What follows belongs to an exercise in optimizing a design on an open flow for small area, a short achievable clock period and few clock cycles per item; a production flow would make more cautious choices.
At most, simulation tests tie the RTL to the original design; equivalence was not proved.

// uniform_grid_derivative
module uniform_grid_derivative
(
    input  wire logic                       i_clk,
    input  wire logic                       i_rst_n,
    input  wire logic                       i_cfg_wr_en,
    input  wire logic [ugd_pkg::TOL_W-1:0]           i_cfg_wr_data,
    input  wire logic                       i_in_valid,
    output logic                            o_in_ready,
    input  wire logic signed [ugd_pkg::SAMPLE_W-1:0] i_voltage_sample,
    input  wire logic signed [ugd_pkg::SAMPLE_W-1:0] i_current_sample,
    input  wire logic                       i_sequence_end,
    output logic                            o_out_valid,
    input  wire logic                       i_out_ready,
    output logic signed [ugd_pkg::SAMPLE_W-1:0]      o_derivative,
    output logic [ugd_pkg::ERR_W-1:0]                o_error_code,
    output logic                            o_run_last
);
    localparam int W = 35;
    localparam int S_A    = 0;    
    localparam int S_ACC0 = 1;    
    localparam int S_ACC1 = 2;    
    localparam int S_ACCN = 3;    
    localparam int S_B0   = 4;    
    localparam int S_B1   = 5;    
    localparam int S_B2   = 6;    
    localparam int S_B3   = 7;    
    localparam int S_F2   = 8;    
    localparam int S_F3   = 9;    
    localparam int S_D0V  = 10;   
    localparam int S_D0C  = 11;   
    localparam int S_D0   = 12;   
    localparam int S_DIV  = 13;   
    localparam int S_CVA  = 14;   
    localparam int S_CVB  = 15;   
    localparam int S_LCR  = 16;   
    localparam int S_LCE  = 17;   
  ...
clock: 7.0 ns
lec_check: 0
cap_margin: 20
core_margin: 2
core_utilization: 60
setup_slack_margin: 2.25
slew_margin: 20
synth_hierarchical: 1
run.sh (not shown) runs the stock make flow with config.mk's settings and CLKGATE_MAP_FILE= SYNTH_SCRIPT=/design/flow/synth_recipe.tcl, a recipe that flattens the netlist after the stock synthesis.
The baseline finished clean.
Testbench counts at the start, summed over its fixed seeds: cycles 39,783, items 3,235.
Change:
Settings changed: SETUP_SLACK_MARGIN 2.25 to 3.0.
What happened: Sequential share of layout area goes down by 3.4 points; global-route usage is higher by 3.5 points; area after synthesis does not change; wire length is higher by 13%; core utilization grows by 9.2 points; die area stays the same; clock-buffer cell count came out lower by 3; non-clock buffer count goes up by 160; setup slack improved by 0.23 ns; flip-flop and latch count is unchanged.
Change:
Settings changed: SETUP_SLACK_MARGIN 3.0 to 2.0.
After rerunning: The new run finished clean. Worst setup slack got worse by 0.49 ns. Register-to-register slack gets worse by 0.41 ns. Wire length is lower by about 12%. Die area does not change. Hold slack degrades by 0.0052 ns. Final cell count goes down by 5.9%. Clock skew fell by 0.0036 ns.
Change:
Settings changed: SETUP_SLACK_MARGIN 2.0 to 2.4.
Outcome:
- utilization went up by 2.0 points
- maximum frequency went up by 7.7%
- die area is unchanged
- synthesized cell count is unchanged
- synthesized area is unchanged
Change:
Settings changed: SETUP_SLACK_MARGIN 2.4 to 2.5, TNS_END_PERCENT set to 10.
Effect:
- The new run produced a clean layout
- synthesized cell count is unchanged
- final area climbs by 1.6%
- final cell count climbs by about 0.8%
- die area does not change
- routed wire length drops by 1.7%


the reference run:
Another version of the RTL of uniform_grid_derivative (not shown whole).
For scale: about 2100 cells after synthesis, roughly 290 flip-flops, roughly 120 I/O pins, ~22000 um^2 of cells after synthesis.
==> flow/config.mk <==
export PLATFORM = sky130hd
export DESIGN_NAME = uniform_grid_derivative
export DESIGN_NICKNAME = uniform_grid_derivative
export VERILOG_FILES = /design/flow/design.v
export SDC_FILE = /design/flow/constraint.sdc
export NUM_CORES = 4
export LEC_CHECK = 0
export CAP_MARGIN = 20
export CORE_MARGIN = 2
export CORE_UTILIZATION = 40
export SETUP_SLACK_MARGIN = 3.5
export SLEW_MARGIN = 20
export SYNTH_HIERARCHICAL = 1
==> flow/constraint.sdc <==
create_clock -name core_clock -period 7.0 [get_ports {i_clk}]
set_input_delay 1.4000 -clock core_clock [delete_from_list [all_inputs] [get_ports {i_clk}]]
set_output_delay 1.4000 -clock core_clock [all_outputs]
set_load 0.01 [all_outputs]
Looking at the reports, the reference run completed the entire flow and the layout it produced met the timing, DRC and antenna checks.
Testbench counts of the reference run, summed over its fixed seeds: cycles 43,827, items 3,235.
Modified inputs, the trial run compared to the reference run
# the reference run
export LEC_CHECK = 0
export CAP_MARGIN = 20
export CORE_MARGIN = 2
export CORE_UTILIZATION = 40
export SETUP_SLACK_MARGIN = 3.5
export SLEW_MARGIN = 20
export SYNTH_HIERARCHICAL = 1
create_clock -name core_clock -period 7.0 [get_ports {i_clk}]
# the trial run
export LEC_CHECK = 0
export CAP_MARGIN = 20
export CORE_MARGIN = 2
export CORE_UTILIZATION = 60
export SETUP_SLACK_MARGIN = 3.5
export SLEW_MARGIN = 20
export SYNTH_HIERARCHICAL = 1
create_clock -name core_clock -period 7.0 [get_ports {i_clk}]
Findings:
- Diff the reference run -> the trial run | met3 usage in global routing | increase of 4.7 points
- In the tables for the reference run and the trial run, worst slew margin relative to its limit reads higher with the reference run.
- The setup slack of the trial run is larger than that of the reference run.
- Compared with the reference run, post-route standard cell area excluding fillers in the trial run decreased by a few percent.
- Taking the reference run as the reference, in the trial run final weighted congestion of routability-driven global placement now sits higher; wire length of the first global-routing pass now sits lower; wire length the detailed router placed on met1 now sits lower; shortest clock period the worst path allows after layout now sits lower.


Another version of the RTL of uniform_grid_derivative (not shown whole).
Size in the first run: about 18,000 um^2 of cells after synthesis.
// uniform_grid_derivative
module uniform_grid_derivative
(
    input  wire logic                       i_clk,
    input  wire logic                       i_rst_n,
    input  wire logic                       i_cfg_wr_en,
    input  wire logic [ugd_pkg::TOL_W-1:0]           i_cfg_wr_data,
    input  wire logic                       i_in_valid,
    output logic                            o_in_ready,
    input  wire logic signed [ugd_pkg::SAMPLE_W-1:0] i_voltage_sample,
    input  wire logic signed [ugd_pkg::SAMPLE_W-1:0] i_current_sample,
    input  wire logic                       i_sequence_end,
    output logic                            o_out_valid,
    input  wire logic                       i_out_ready,
    output logic signed [ugd_pkg::SAMPLE_W-1:0]      o_derivative,
    output logic [ugd_pkg::ERR_W-1:0]                o_error_code,
    output logic                            o_run_last
);
    localparam int W = 35;
    typedef enum logic [3:0] {
        S_A   = 4'd0,    
        S_ACC = 4'd1,    
        S_B   = 4'd2,    
        S_F2  = 4'd3,    
        S_F3  = 4'd4,    
        S_DIV = 4'd5,    
        S_CV  = 4'd6,    
        S_LC  = 4'd7,    
        S_L1  = 4'd8,    
        S_L2  = 4'd9,    
        S_L3  = 4'd10    
    } t_state;
    typedef enum logic [2:0] {
        ACT_NONE  = 3'd0,
        ACT_CLEAR = 3'd1,    
        ACT_BREAK = 3'd2,    
        ACT_P0    = 3'd3,    
        ACT_P1    = 3'd4,    
  ...
==> flow/config.mk <==
export PLATFORM = sky130hd
export DESIGN_NAME = uniform_grid_derivative
export DESIGN_NICKNAME = uniform_grid_derivative
export VERILOG_FILES = /design/flow/design.v
export SDC_FILE = /design/flow/constraint.sdc
export NUM_CORES = 4
export LEC_CHECK = 0
export ABC_CLOCK_PERIOD_IN_PS = 2500
export CAP_MARGIN = 20
export CORE_MARGIN = 2
export CORE_UTILIZATION = 40
export SLEW_MARGIN = 20
==> flow/constraint.sdc <==
create_clock -name core_clock -period 7.0 [get_ports {i_clk}]
set_input_delay 1.4000 -clock core_clock [delete_from_list [all_inputs] [get_ports {i_clk}]]
set_output_delay 1.4000 -clock core_clock [all_outputs]
set_load 0.01 [all_outputs]
The starting point produced a clean layout.
Testbench counts at the start, summed over its fixed seeds: cycles 106,914, items 3,235.
Rerun with:
--- a/flow/config.mk
+++ b/flow/config.mk
@@ -10,3 +10,4 @@
 export CORE_MARGIN = 2
 export CORE_UTILIZATION = 40
+export SETUP_SLACK_MARGIN = 3.5
 export SLEW_MARGIN = 20
Effect:
- die area stays the same
- count of clock-buffer cells in the layout goes down by 8
- global-route usage goes up by 3.8 points
- worst setup slack improves by 1.5 ns
- cell count goes up by 10%
- first-iteration DRC count goes up by 24%
- via count goes up by 15%
- critical path depth goes up by 3
- non-clock buffer count goes up by 243
Rerun with:
--- a/flow/config.mk
+++ b/flow/config.mk
@@ -6,8 +6,6 @@
 export NUM_CORES = 4
 export LEC_CHECK = 0
-export ABC_CLOCK_PERIOD_IN_PS = 2500
 export CAP_MARGIN = 20
 export CORE_MARGIN = 2
 export CORE_UTILIZATION = 40
-export SETUP_SLACK_MARGIN = 3.5
 export SLEW_MARGIN = 20
Synthesized cell count is unchanged.
Setup slack degrades by 1.5 ns.
Sequential cell count does not change.
Design area falls by about a fifth.
Routed wire length falls by about a fifth.
Via count falls by roughly a tenth.


Another version of the RTL of uniform_grid_derivative (not shown whole).
Size: about 2,200 cells after synthesis, about 19,000 µm² of cells after synthesis.
Settings: LEC_CHECK=0, CAP_MARGIN=20, CORE_MARGIN=2, CORE_UTILIZATION=40, SETUP_SLACK_MARGIN=3.5, SLEW_MARGIN=20; clock period 7.0 ns.
The first run produced a clean layout.
==> next run, changes <==
- SETUP_SLACK_MARGIN: 3.5 -> 2.5
After rerunning: Critical path depth came out lower by 6; setup slack improved by 76 ps; via count came out lower by 1.9%.
Function was not checked in any run of this note: the RTL went through the layout flow alone.


## run A
uniform_grid_derivative, a different RTL version from the one above (not shown whole).
Size in the first run: about 2400 cells after synthesis, about 0.023 sq mm of cells after synthesis.
Settings: LEC_CHECK=0, CAP_MARGIN=20, CORE_MARGIN=2, CORE_UTILIZATION=65, SETUP_SLACK_MARGIN=2.5, SLEW_MARGIN=20, SYNTH_HIERARCHICAL=1; clock period 7.0 ns.
Testbench counts of run A, summed over its fixed seeds: cycles 41,124, items 3,235.
Input-level comparison between run B and run A:
Settings: CORE_UTILIZATION: 65 -> 60.
### Flow results
Final critical delay including setup and external delays was lower in run B than in run A.
Run B -> run A: number of unique standard cell types used by synthesis delta 0, exact match
Where via count is concerned, run A is outperformed by run B.
Summary of run B over run A: wire length of the first global-routing pass rose about 2.2%, setup slack increased by 0.11 ns relative to the old numbers, number of I/O port buffers was more or less identical, synthesized cell count held.
In the flow results for run A and run B, the share of the core filled with cells in the final layout is larger on run A.
## Diff of input files: run C against run B
Settings: SETUP_SLACK_MARGIN: 2.5 -> 2.0.
Results
Lower number of gates resized after CTS was reported by run C, not run B. [compare] base=run B new=run C: global-route wire length before repair now sits lower; worst path buffer plus inverter count has increased; layout clock buffer count now sits lower. Endpoint of the most critical setup path: r_q[0] -> run C, r_q[17] -> run B. Post-route fraction of the period consumed by the critical path for run C is higher than for run B. Run B vs run C, launching instance or port of the critical path: r_rem[19] vs r_sub. Higher critical path depth was reported by run B, not run C. In run C relative to run B, first-iteration detailed-routing DRC count had gone down by more than 10%.


Another version of the RTL of uniform_grid_derivative (not shown whole).
For scale: roughly 2300 cells after synthesis, ~270 flip-flops, ~120 I/O pins.
Settings: LEC_CHECK=0, CAP_MARGIN=20, CORE_MARGIN=2, CORE_UTILIZATION=60, PLACE_DENSITY=0.75, SETUP_SLACK_MARGIN=2.5, SLEW_MARGIN=20, SYNTH_HIERARCHICAL=1; clock period 7.0 ns.
Change:
--- a/flow/config.mk
+++ b/flow/config.mk
@@ -9,5 +9,4 @@
 export CORE_MARGIN = 2
 export CORE_UTILIZATION = 60
-export PLACE_DENSITY = 0.75
 export SETUP_SLACK_MARGIN = 2.5
 export SLEW_MARGIN = 20
After rerunning: Hold slack is worse by 0.0059 ns. Utilization rises by 1.0 points. First-iteration DRC count falls by 13%. Non-clock buffer count rises by 6. Critical path depth falls by 2.
No run of this note included a check of the RTL's function; only the layout flow was run.


uniform_grid_derivative, a different RTL version from the one above (not shown whole).
Size: about 2300 cells after synthesis, about 120 I/O pins, about 0.022 mm² of cells after synthesis.
Settings: LEC_CHECK=0, CAP_MARGIN=20, CORE_MARGIN=2, CORE_UTILIZATION=40, SETUP_SLACK_MARGIN=3.5, SLEW_MARGIN=20, SYNTH_HIERARCHICAL=1; clock period 7.0 ns.
The starting point passed the timing, DRC and antenna checks.
Edit:
--- a/flow/config.mk
+++ b/flow/config.mk
@@ -13 +12,0 @@
-export SYNTH_HIERARCHICAL = 1
=> Final area went up by 9.0%. Synthesized area went up by 0.58%. Synthesized cell count went up by 3.1%. Maximum frequency went down by 4.5%.
Function was not checked in any run of this note: the RTL went through the layout flow alone.


uniform_grid_derivative, a different RTL version from the one above (not shown whole).
Size in the first run: roughly 2200 cells after synthesis, ~310 flip-flops, ~120 I/O pins, roughly 22000 um^2 of cells after synthesis.
==> flow/config.mk <==
export PLATFORM = sky130hd
export DESIGN_NAME = uniform_grid_derivative
export DESIGN_NICKNAME = uniform_grid_derivative
export VERILOG_FILES = /design/flow/design.v
export SDC_FILE = /design/flow/constraint.sdc
export NUM_CORES = 4
export LEC_CHECK = 0
export CAP_MARGIN = 20
export CORE_MARGIN = 2
export CORE_UTILIZATION = 60
export SETUP_SLACK_MARGIN = 3.5
export SLEW_MARGIN = 20
export SYNTH_HIERARCHICAL = 1
==> flow/constraint.sdc <==
create_clock -name core_clock -period 7.0 [get_ports {i_clk}]
set_input_delay 1.4000 -clock core_clock [delete_from_list [all_inputs] [get_ports {i_clk}]]
set_output_delay 1.4000 -clock core_clock [all_outputs]
set_load 0.01 [all_outputs]
The first run ran to the end with no violations.
Change:
CORE_UTILIZATION = 70   (was 60)
SETUP_SLACK_MARGIN = 4.0   (was 3.5)
Outcome: Now the flow did not get past 5_1_grt. Area after synthesis is unchanged. Synthesized cell count stays the same.
Change:
CORE_UTILIZATION = 60   (was 70)
SETUP_SLACK_MARGIN = 2.5   (was 4.0)
This time the run produced a clean layout. Synthesized area does not change. Synthesized cell count stays the same.
No functional check of the RTL was part of any run of this note.


== P ==
Another version of the RTL of uniform_grid_derivative (not shown whole).
For scale: ~2300 cells after synthesis, ~310 flip-flops, ~22000 um^2 of cells after synthesis.
clock: 7.0 ns
lec_check: 0
cap_margin: 20
core_margin: 2
core_utilization: 60
setup_slack_margin: 1.5
slew_margin: 20
synth_hierarchical: 1
Edits applied to the flow inputs when going from P to R:
Settings: TNS_END_PERCENT newly set to 10; SETUP_SLACK_MARGIN changed from 1.5 to 2.5.
Findings:
- R ended with less critical path depth than P.
- From R to P, synthesized cell count did not move at all.
No run of this note included a check of the RTL's function; only the layout flow was run.


uniform_grid_derivative with an RTL version that a note above also has.
For scale: ~2300 cells after synthesis, roughly 270 flip-flops, roughly 120 I/O pins, ~22000 µm² of cells after synthesis.
clock: 7.0 ns
lec_check: 0
cap_margin: 20
core_margin: 2
core_utilization: 60
setup_slack_margin: 2.25
slew_margin: 20
synth_hierarchical: 1
tns_end_percent: 10
Testbench counts at the start, summed over its fixed seeds: cycles 39,783, items 3,235.
Rerun with:
SETUP_SLACK_MARGIN = 2.5   (was 2.25)
TNS_END_PERCENT = not set   (was 10)
Setup slack is better by 0.17 ns.
Global-route usage is higher by 1.1 points.
Design area is higher by about 5%.
Routed wire length is higher by 5.8%.
Worst hold slack stays flat.
Clock-buffer cell count is lower by 5.
Maximum frequency is higher by 3.7%.
Core utilization is higher by 3.3 points.
Rerun with:
PLACE_DENSITY = 0.75   (was not set)
=> Cell count came out higher by 1.7%. Die area stays the same. Wire length came out higher by 4.7%. Register-to-register slack degrades by 0.19 ns. Clock skew is about the same. Design area came out higher by 3.4%. Setup slack degrades by 0.19 ns. Maximum frequency came out lower by 4.0%. Global-route usage came out higher by 1.1 points.

## re-timing with driven ports
In the flow no input, the clock included, has a driving cell. The finished layouts below were timed again as built, in two steps.
Step 1 (the two cells are an assumption about what drives the block):
set clk [get_ports {i_clk}]
set_driving_cell -lib_cell sky130_fd_sc_hd__clkbuf_16 $clk
set_driving_cell -lib_cell sky130_fd_sc_hd__buf_2 [delete_from_list [all_inputs] $clk]
Step 2 times the ports against the registers' clock, not the clock port: input delays grow and output delays shrink by t, the midpoint of the rising clock arrivals with the driver on.
a / b / c = ideal / step 1 / step 2; a / b = the first two.
run | t, ns | setup WS [ns] | worst hold slack (ns)
the first run of note 1 | 0.645 | 2.370 / 2.405 / 1.760 | 0.458 / 0.458 / 0.458
the second run of note 1 | 0.654 | 2.596 / 2.596 / 2.076 | 0.455 / 0.455 / 0.455
the third run of note 1 | 0.661 | 2.104 / 2.137 / 1.476 | 0.450 / 0.450 / 0.450
the fourth run of note 1 | 0.651 | 2.454 / 2.456 / 1.836 | 0.447 / 0.447 / 0.447
the fifth run of note 1 | 0.633 | 2.466 / 2.466 / 1.872 | 0.452 / 0.452 / 0.452
the reference run | 0.637 | 2.233 / 2.233 / 1.662 | 0.443 / 0.443 / 0.443
the trial run | 0.637 | 2.311 / 2.311 / 1.785 | 0.439 / 0.439 / 0.439
the first run of note 3 | 0.639 | 0.825 / 0.825 / 0.811 | 0.458 / 0.458 / 0.458
the second run of note 3 | 0.651 | 2.296 / 2.296 / 1.735 | 0.450 / 0.450 / 0.450
the third run of note 3 | 0.639 | 0.825 / 0.825 / 0.811 | 0.458 / 0.458 / 0.458
the first run of note 4 | 0.647 | 0.618 / 0.618 / 0.618 | 0.458 / 0.458 / 0.458
the second run of note 4 | 0.643 | 0.695 / 0.695 / 0.695 | 0.449 / 0.449 / 0.449
run A | 0.585 | 2.290 / 2.290 / 1.836 | 0.441 / 0.441 / 0.441
run B | 0.593 | 2.396 / 2.396 / 1.923 | 0.447 / 0.447 / 0.447
run C | 0.587 | 2.019 / 2.019 / 1.580 | 0.454 / 0.454 / 0.454
the first run of note 6 | 0.643 | 2.343 / 2.343 / 1.902 | 0.448 / 0.448 / 0.448
the second run of note 6 | 0.587 | 2.391 / 2.391 / 1.927 | 0.442 / 0.442 / 0.442
the first run of note 7 | 0.631 | 2.183 / 2.183 / 1.651 | 0.456 / 0.456 / 0.456
the second run of note 7 | 0.667 | 1.958 / 1.958 / 1.622 | 0.453 / 0.453 / 0.453
the first run of note 8 | 0.633 | 2.565 / 2.565 / 2.086 | 0.457 / 0.457 / 0.457
the third run of note 8 | 0.618 | 2.489 / 2.495 / 1.908 | 0.455 / 0.455 / 0.455
P | 0.629 | 1.611 / 1.611 / 1.133 | 0.449 / 0.449 / 0.449
R | 0.619 | 2.345 / 2.345 / 1.807 | 0.446 / 0.446 / 0.446
the first run of note 10 | 0.645 | 2.306 / 2.340 / 1.694 | 0.448 / 0.448 / 0.448
the second run of note 10 | 0.641 | 2.473 / 2.473 / 1.879 | 0.447 / 0.447 / 0.447
the third run of note 10 | 0.599 | 2.284 / 2.284 / 1.878 | 0.450 / 0.450 / 0.450
After both steps every run listed still meets setup and hold. The setup slack of the third run of note 1, which loses most, moves by +0.033 ns with the drivers and by -0.628 ns with both steps.
